Background: an optimization exercise with open tools, aiming at small area, a short achievable clock period and few clock cycles per item. Do not read the settings as production practice.
Only simulation tests tie the RTL to the original design; equivalence was not proved.

## flow/design.v (module list and top-level ports; edited modules follow where they fit)
// module conv_engine: 3728 lines
// module cnn_top: 254 lines
module cnn_top (
	input  wire         clk,
	input  wire         reset_b,
	input  wire         run,
	output logic        busy,
	output logic [11:0] in_rd_addr,
	input  wire  [15:0] in_rd_data,
	output logic [11:0] weights_rd_addr,
	input  wire  [15:0] weights_rd_data,
	output logic [28:0] out_wr
);
  // ...
==> flow/run.sh <==
#!/bin/bash
# synth_recipe.tcl (not shown) runs the flow's synth.tcl, then flattens the netlist and writes it again
# the make line also repeats each setting of config.mk as NAME=value (left out here)
make -C /OpenROAD-flow-scripts/flow DESIGN_CONFIG=/design/flow/config.mk WORK_HOME=/design/flow/orfs CLKGATE_MAP_FILE= SYNTH_SCRIPT=/design/flow/synth_recipe.tcl finish
==> flow/config.mk <==
export PLATFORM = sky130hd
export DESIGN_NAME = cnn_top
export DESIGN_NICKNAME = cnn_top
export VERILOG_FILES = /design/flow/design.v
export SDC_FILE = /design/flow/constraint.sdc
export NUM_CORES = 4
export LEC_CHECK = 0
export CAP_MARGIN = 20
export CORE_MARGIN = 2
export CORE_UTILIZATION = 40
export SLEW_MARGIN = 20
==> flow/constraint.sdc <==
create_clock -name core_clock -period 10.0 [get_ports {clk}]
set_input_delay 2.0000 -clock core_clock [delete_from_list [all_inputs] [get_ports {clk}]]
set_output_delay 2.0000 -clock core_clock [all_outputs]
set_load 0.01 [all_outputs]
==> reports/results.txt, run 1 <==
Non-clock buffer share of cell area = 0.0261
Largest class = multi-input combinational cells
Cell area after synthesis = 32300 um2
Main combinational cell family by area after synthesis = adder cells
Ant diodes = 2
Placed cell areas = 34400 um2
Post-route cell area = 36300 um2
Die height = 288 um
Netlist cell types = 71
Setup ws final = 4430 ps
Min-delay worst type = flop to flop
Synth top area share = 0.336
Largest net degree at the start of global routing = 57
Max incr delay on CP = 940 ps
Status = timing/DRC/antenna clean
Hold slack = 324 ps
Setup CP Type = flop to flop
# port buffers = 77
Seq Cell Count = 477
Reg2reg path depth = 11
Final hold vios = 0
Plain + repair buffers = 101
Clock buf count = 67
Clock-pin slew on the worst setup and hold paths = 60 ps
Starting Density = 0.403
Worst setup path startpoint = ex[3]
Testbench counts, summed over its fixed seeds: cycles 144,822, items 32,549.
==> run 2, diff against run 1 <==
--- a/flow/config.mk
+++ b/flow/config.mk
@@ -6,6 +6,8 @@
 export NUM_CORES = 4
 export LEC_CHECK = 0
+export ABC_CLOCK_PERIOD_IN_PS = 4000
 export CAP_MARGIN = 20
 export CORE_MARGIN = 2
-export CORE_UTILIZATION = 40
+export CORE_UTILIZATION = 60
+export SETUP_SLACK_MARGIN = 5
 export SLEW_MARGIN = 20
==> run 2 against run 1 <==
Maximum frequency up 18%. Clock skew down 31 ps. Setup slack better by 840 ps. Sequential share of layout area up 0.51 points. Flip-flop and latch count unchanged. Global-route usage up 12 points. Critical path type unchanged. Largest cell class unchanged.
==> reports/results.txt, run 2 <==
Vias post-DR = 21143 (was 20698)
Final wirelength = 96.7 mm (was 96.0 mm)
Drt initial violations = 1954 (was 1512)
Starting Density = 0.604 (was 0.403)
Setup CP Type = flop to flop (unchanged)
Most common cell in the netlist = inv_1 (unchanged)
Post-Syn Instances = 2949 (unchanged)
Hold slack = 325 ps (was 324 ps)
# IOs = 89 (unchanged)
Most common cell after layout, fill and taps aside = inv_1 (unchanged)
Commonest non-fill, non-tap cells in the layout = inv_1 (641), fa_1 (543), dfxtp_1 (351) (unchanged)
WL/cell = 25.4 um (was 23.0 um)
Layout cells sized above 1 = 0.0599 (was 0.0585)
Die height = 236 um (was 288 um)
Global route overflow = 0 (unchanged)
Critical path data required time = 10480 ps (was 10460 ps)
Async set-reset flop share out of synthesis = 0 (unchanged)
Final Net Count = 3713 (was 3716)
Clk sink count = 477 (unchanged)
Unrepaired setup endpoints after global routing = false (unchanged)
Sequential fraction of the synthesis area = 0.334 (unchanged)
Critical Path AT = 5200 ps (was 6030 ps)
Met3 usage = 0.0921 (was 0.0477)
Most instantiated cells after synthesis = inv_1 (641), fa_1 (543), dfxtp_1 (351), nand2_1 (242), and2_1 (212) (unchanged)
GPL Wtd Cong = 0.984 (was 0.972)
Vias in the first global route = 22933 (was 21988)
Die W = 236 um (was 288 um)
Netlist cell types = 71 (unchanged)
Max Cap Viol = 0 (unchanged)
Crit end category = flop (unchanged)
Finished Core Util = 0.667 (was 0.452)
Final hold vios = 0 (unchanged)
DRC = 0 (unchanged)
Hold path startpoint = d1[12] (was exl[1])
Pre-antenna DRT Iters = 7 (was 5)
# port buffers = 77 (unchanged)
Crit-path max FO = 56 (unchanged)
Final Critical Period = 4720 ps (was 5570 ps)
Mean post-synth cell area = 11.0 um2 (unchanged)
Synth top area share = 0.336 (unchanged)
Post-synth EDFFs = 126 (unchanged)
Sum Neg Setup Slack = 0 ps (unchanged)
Global-route wire length before repair = 145 mm (was 143 mm)
Number of slew-limit violations in the final report = 0 (unchanged)
R2r startpoint = ex[2] (was ex[3])
Layout area overhead = 10.4% (was 12.3%)
Top reg by flops = kw (unchanged)
Synth warn = 8 (unchanged)
Root Driver = clkbuf_16 (unchanged)
GR peak layer = met2 (unchanged)
Clock-pin slew on the worst setup and hold paths = 60 ps (about the same)
CP Launch Type = flop (unchanged)
CTS tree = done (unchanged)
Core Region = 53500 um2 (was 80300 um2)
Die Area = 55700 um2 (was 83100 um2)
Worst setup path startpoint = ex[2] (was ex[3])
Clock latency (worst-skew pair) = 610 ps (was 640 ps)
Detailed-placement wirelength estimate = 75.8 mm (about the same)
Antenna violations before repair = 7 (was 4)
Total GRT Usage = 0.363 (was 0.240)
Final setup fails = 0 (unchanged)
Peak Freq = 212 MHz (was 180 MHz)
Top FF cell, synth = dfxtp_1 (unchanged)
Largest net degree at the start of global routing = 57 (unchanged)
Max FFs per register = 72 (unchanged)
# rows = 85 (was 104)
Clock Path Buffers = 3 (unchanged)
Met1 Resource Use GR = 0.476 (was 0.327)
Post-DRT Antenna Nets = 0 (unchanged)
Worst Tran Pin Value = 1130 ps (was 1110 ps)
Cell area after synthesis = 32300 um2 (unchanged)
Htree depth = 2 (unchanged)
Largest regs = kw x72, u_eng.sum x19 (unchanged)
Vias per cell = 5.56 (was 4.96)
Min-delay worst type = flop to flop (unchanged)
FILL cells = 4154 (was 7462)
Met2 Use GR = 0.558 (was 0.376)
Max_slew headroom = 0.247 (was 0.242)
Largest area contributor in the netlist = fa_1 (unchanged)
Status = timing/DRC/antenna clean (unchanged)
Top area cells in the synthesized netlist = fa_1 (34%), dfxtp_1 (22%), edfxtp_1 (12%) (unchanged)
Clk_skew = 23.4 ps (was 54.5 ps)
#FFs+latches synth = 477 (unchanged)
Num CTS Buffers = 49 (was 53)
Final worst-path cycle share = 0.472 (was 0.557)
-- run 2: final cells by class --
| cell class | instances | area (um2) | share of cell area |
|---|---|---|---|
| repair buffers | 102 | 978 | 0.0274 |
| multi-input cells | 1792 | 19000 | 0.532 |
| clock inverters | 25 | 223 | 0.00624 |
| flip-flops and latches | 477 | 10800 | 0.303 |
| well taps | 696 | 871 | 0.0244 |
| clock buffers | 66 | 1410 | 0.0394 |
| diodes | 4 | 10.0 | 0.000281 |
| inverters | 641 | 2410 | 0.0674 |
-- run 2: cells by family after synthesis --
logic type,share of synthesized area
compound gates,0.0348
xor+xnor,0.0160
fa+ha+maj,0.364
buf+inv,0.0821
flops,0.334
mux,0.0277
other cells,0.000116
simple gates,0.141
-- run 2: path summary, 6_finish.rpt --
path                    end  slack, ps  cells past startpoint
hold reg to reg      d2[12]        320                      0
setup / recovery  u_eng.q80       5280                     12
hold / removal       d2[12]        320                      0
setup reg to reg  u_eng.q80       5280                     12
-- run 2: timing repair --
action                     CTS  global route
resized for setup           14             0
setup buffers                2             0
hold buffers                 0             0
setup endpoints to repair   53             0
-- run 2: per-layer routing --
metal  vias up  wire (um)
li1       9144          -
met1     10764      37900
met2       976      43300
met3       257       9160
met4         2       6320
met5         -         12
-- run 2: critical path, stage by stage (launching register included) --
cell and delay (ps):
dfxtp_1 340, nor2_4 140, buf_12 140, buf_8 410, mux2i_2 690, nor2b_1 160, fa_1 570, inv_1 50
fa_1 440, fa_1 530, fa_1 550, inv_1 50, fa_1 440
-- run 2: stage by stage --
step | cells | area [um2] | setup slack [ps]
finish | 3803 | 35700 | 5280
CTS | 3799 | 35700 | 5330
detailed placement | 3706 | 34000 | 4410
global placement | 3705 | 33900 | 4490
floorplan | 2959 | 32400 | 5820
global route | 3799 | 35700 | 5110
==> run 3, diff against run 2 <==
--- a/flow/config.mk
+++ b/flow/config.mk
@@ -6,5 +6,4 @@
 export NUM_CORES = 4
 export LEC_CHECK = 0
-export ABC_CLOCK_PERIOD_IN_PS = 4000
 export CAP_MARGIN = 20
 export CORE_MARGIN = 2
==> run 3 against run 2 <==
Critical path depth unchanged. Area after synthesis stayed put. Global-route usage unchanged. Clock skew is the same. First-iteration DRC count did not move. Flip-flop and latch count did not move. Wire length unchanged.
==> reports/results.txt, run 3 <==
Clock latency (worst-skew pair) = 610 ps (about the same)
Most common cell in the netlist = inv_1 (unchanged)
Mean post-synth cell area = 11.0 um2 (unchanged)
Die Area = 55700 um2 (unchanged)
Total GRT Usage = 0.363 (unchanged)
Place WS = 4410 ps (unchanged)
Vias post-DR = 21143 (unchanged)
Post-synth EDFFs = 126 (unchanged)
Final Net Count = 3713 (unchanged)
Status = timing/DRC/antenna clean (unchanged)
Max_slew headroom = 0.247 (unchanged)
Most common cell after layout, fill and taps aside = inv_1 (unchanged)
Global route overflow = 0 (unchanged)
Die W = 236 um (unchanged)
Critical Path Most Common Cell = fa_1 (unchanged)
Hold Buf Count CTS = 0 (unchanged)
DRC = 0 (unchanged)
CP Launch Type = flop (unchanged)
Crit-path max FO = 56 (unchanged)
Num CTS Buffers = 49 (unchanged)
Sum Neg Setup Slack = 0 ps (unchanged)
Post-synthesis simple-gate area fraction = 0.141 (unchanged)
Top cell family by delay on the critical path = adder cells (unchanged)
Synth top area share = 0.336 (unchanged)
Cell area after synthesis = 32300 um2 (unchanged)
Die height = 236 um (unchanged)
Final setup fails = 0 (unchanged)
Final worst-path cycle share = 0.472 (unchanged)
GPL Wtd Cong = 0.984 (unchanged)
Setup ws final = 5280 ps (unchanged)
Finished Core Util = 0.667 (unchanged)
Global-route wire length before repair = 145 mm (unchanged)
Max Cap Viol = 0 (unchanged)
Layout cells sized above 1 = 0.0599 (unchanged)
Top Layer Used = met5 (unchanged)
Final Critical Period = 4720 ps (unchanged)
Xor/xnor share of the synthesized area = 0.0160 (unchanged)
Critical Path AT = 5200 ps (about the same)
Min-delay worst type = flop to flop (unchanged)
Largest net degree at the start of global routing = 57 (unchanged)
Layout area overhead = 10.4% (unchanged)
#FFs+latches synth = 477 (unchanged)
Drt initial violations = 1954 (unchanged)
Most instantiated cells after synthesis = inv_1 (641), fa_1 (543), dfxtp_1 (351), nand2_1 (242), and2_1 (212) (unchanged)
Final hold vios = 0 (unchanged)
# IOs = 89 (unchanged)
Worst Tran Pin Value = 1130 ps (unchanged)
Clock Path Buffers = 3 (unchanged)
Setup CP Type = flop to flop (unchanged)
Synth warn = 8 (unchanged)
Pre-antenna DRT Iters = 7 (unchanged)
Post-Syn Instances = 2949 (unchanged)
Largest area contributor in the netlist = fa_1 (unchanged)
Critical path data required time = 10480 ps (about the same)
Post-route cell area = 35700 um2 (unchanged)
Top reg by flops = kw (unchanged)
Final wirelength = 96.7 mm (unchanged)
WL/cell = 25.4 um (unchanged)
Met3 Routed Length = 9.16 mm (unchanged)
Worst path bufs/invs = 4 (unchanged)
Mux cell area share after synthesis = 0.0277 (unchanged)
Vias per cell = 5.56 (unchanged)
Vias in the first global route = 22933 (unchanged)
Max FFs per register = 72 (unchanged)
# port buffers = 77 (unchanged)
Adder-Cell Fraction of Synth Area = 0.364 (unchanged)
Largest regs = kw x72, u_eng.sum x19 (unchanged)
Htree depth = 2 (unchanged)
Top area cells in the synthesized netlist = fa_1 (34%), dfxtp_1 (22%), edfxtp_1 (12%) (unchanged)
Clock-pin slew on the worst setup and hold paths = 60 ps (about the same)
Placed cell areas = 34000 um2 (unchanged)
Critical-path cell list = nor2_4, buf_12, buf_8, mux2i_2, nor2b_1, fa_1, inv_1, fa_1, fa_1, fa_1, inv_1, fa_1 (unchanged)
Crit end category = flop (unchanged)
Async set-reset flop share out of synthesis = 0 (unchanged)
Sequential fraction of the synthesis area = 0.334 (unchanged)
Top FF cell, synth = dfxtp_1 (unchanged)
CTS tree = done (unchanged)
Number of slew-limit violations in the final report = 0 (unchanged)
Root Driver = clkbuf_16 (unchanged)
Detailed-placement wirelength estimate = 75.8 mm (unchanged)
Post-DRT Antenna Nets = 0 (unchanged)
Commonest non-fill, non-tap cells in the layout = inv_1 (641), fa_1 (543), dfxtp_1 (351) (unchanged)
Antenna violations before repair = 7 (unchanged)
Met1 WL = 37.9 mm (unchanged)
Slowest CP cell = mux2i_2 (unchanged)
Unrepaired setup endpoints after global routing = false (unchanged)
Routed met2 length = 43.3 mm (unchanged)
Synth Area in Compound Gates = 0.0348 (unchanged)
Clk_skew = 23.4 ps (unchanged)
# rows = 85 (unchanged)
Clk sink count = 477 (unchanged)
Netlist cell types = 71 (unchanged)
Max incr delay on CP = 690 ps (about the same)
Core Region = 53500 um2 (unchanged)
Starting Density = 0.604 (unchanged)
Peak Freq = 212 MHz (unchanged)
Main combinational cell family by area after synthesis = adder cells (unchanged)
[run 3: cell counts after synthesis]
Identical to the previous run, type by type.
[run 3: worst paths after layout]
kind                from        end  slack (ps)  cells past startpoint
setup reg to reg   ex[2]  u_eng.q80        5280                     12
hold reg to reg   d1[12]     d2[12]         320                      0
setup / recovery   ex[2]  u_eng.q80        5280                     12
hold / removal    d1[12]     d2[12]         320                      0
[run 3: cell type report]
type	count	area, um2
Clock inverter	25	223
Fill cell	4154	17800
Tap cell	696	871
Antenna cell	4	10.0
Clock buffer	66	1410
Inverter	641	2410
Multi-Input combinational cell	1792	19000
Timing Repair Buffer	102	978
Sequential cell	477	10800
[run 3: metrics by stage]
step                hold slack, ps  instances
floorplan                      310       2959
global placement               313       3705
detailed placement             312       3706
CTS                            324       3799
global route                   326       3799
finish                         325       3803
[run 3: timing repair]
item,in CTS,in global routing
buffers inserted,2,0
endpoints found under the setup margin,53,0
resized for setup,14,0
[run 3: per-layer routing]
metal,up-vias,track usage
met4,2,0.201
li1,9144,-
met5,-,0
met1,10764,0.476
met3,257,0.0921
met2,976,0.558
[run 3: logic make-up (layout without fill, tap and decap cells)]
| group | Yosys count | after routing |
|---|---|---|
| compound gates | 174 | 174 |
| xor+xnor | 59 | 59 |
| fa+ha+maj | 615 | 615 |
| buf+inv | 690 | 834 |
| flops | 477 | 477 |
| mux | 83 | 83 |
| other cells | 1 | 15 |
| simple gates | 850 | 850 |

[port drivers added, routing unchanged]
The results above use ideal ports. As a check the final layouts listed here were re-extracted and re-timed, cells and wires unchanged. Step 1 assumes that a clkbuf_16 drives the clock port and a buf_2 every other input. Step 2 adds t to the input delays and takes it off the output delays; t is the mean of the earliest and latest rising clock arrival at the registers after step 1. Input paths then give back, and output paths get back, about the clock's delay inside the block. Slacks: ideal ports / drivers / drivers and shift; pairs: ideal ports / drivers.
| run | shift t [ns] | setup WS [ns] | slew at the worst register clock pin (ns) | pins driven straight from the clock port |
|---|---|---|---|---|
| run 1 | 0.681 | 4.434 / 4.434 / 4.434 | 0.07 / 0.07 | 1 |
| run 2 | 0.657 | 5.276 / 5.276 / 5.276 | 0.07 / 0.07 | 1 |
| run 3 | 0.657 | 5.276 / 5.276 / 5.276 | 0.07 / 0.07 | 1 |
After both steps every run listed still meets setup and hold.
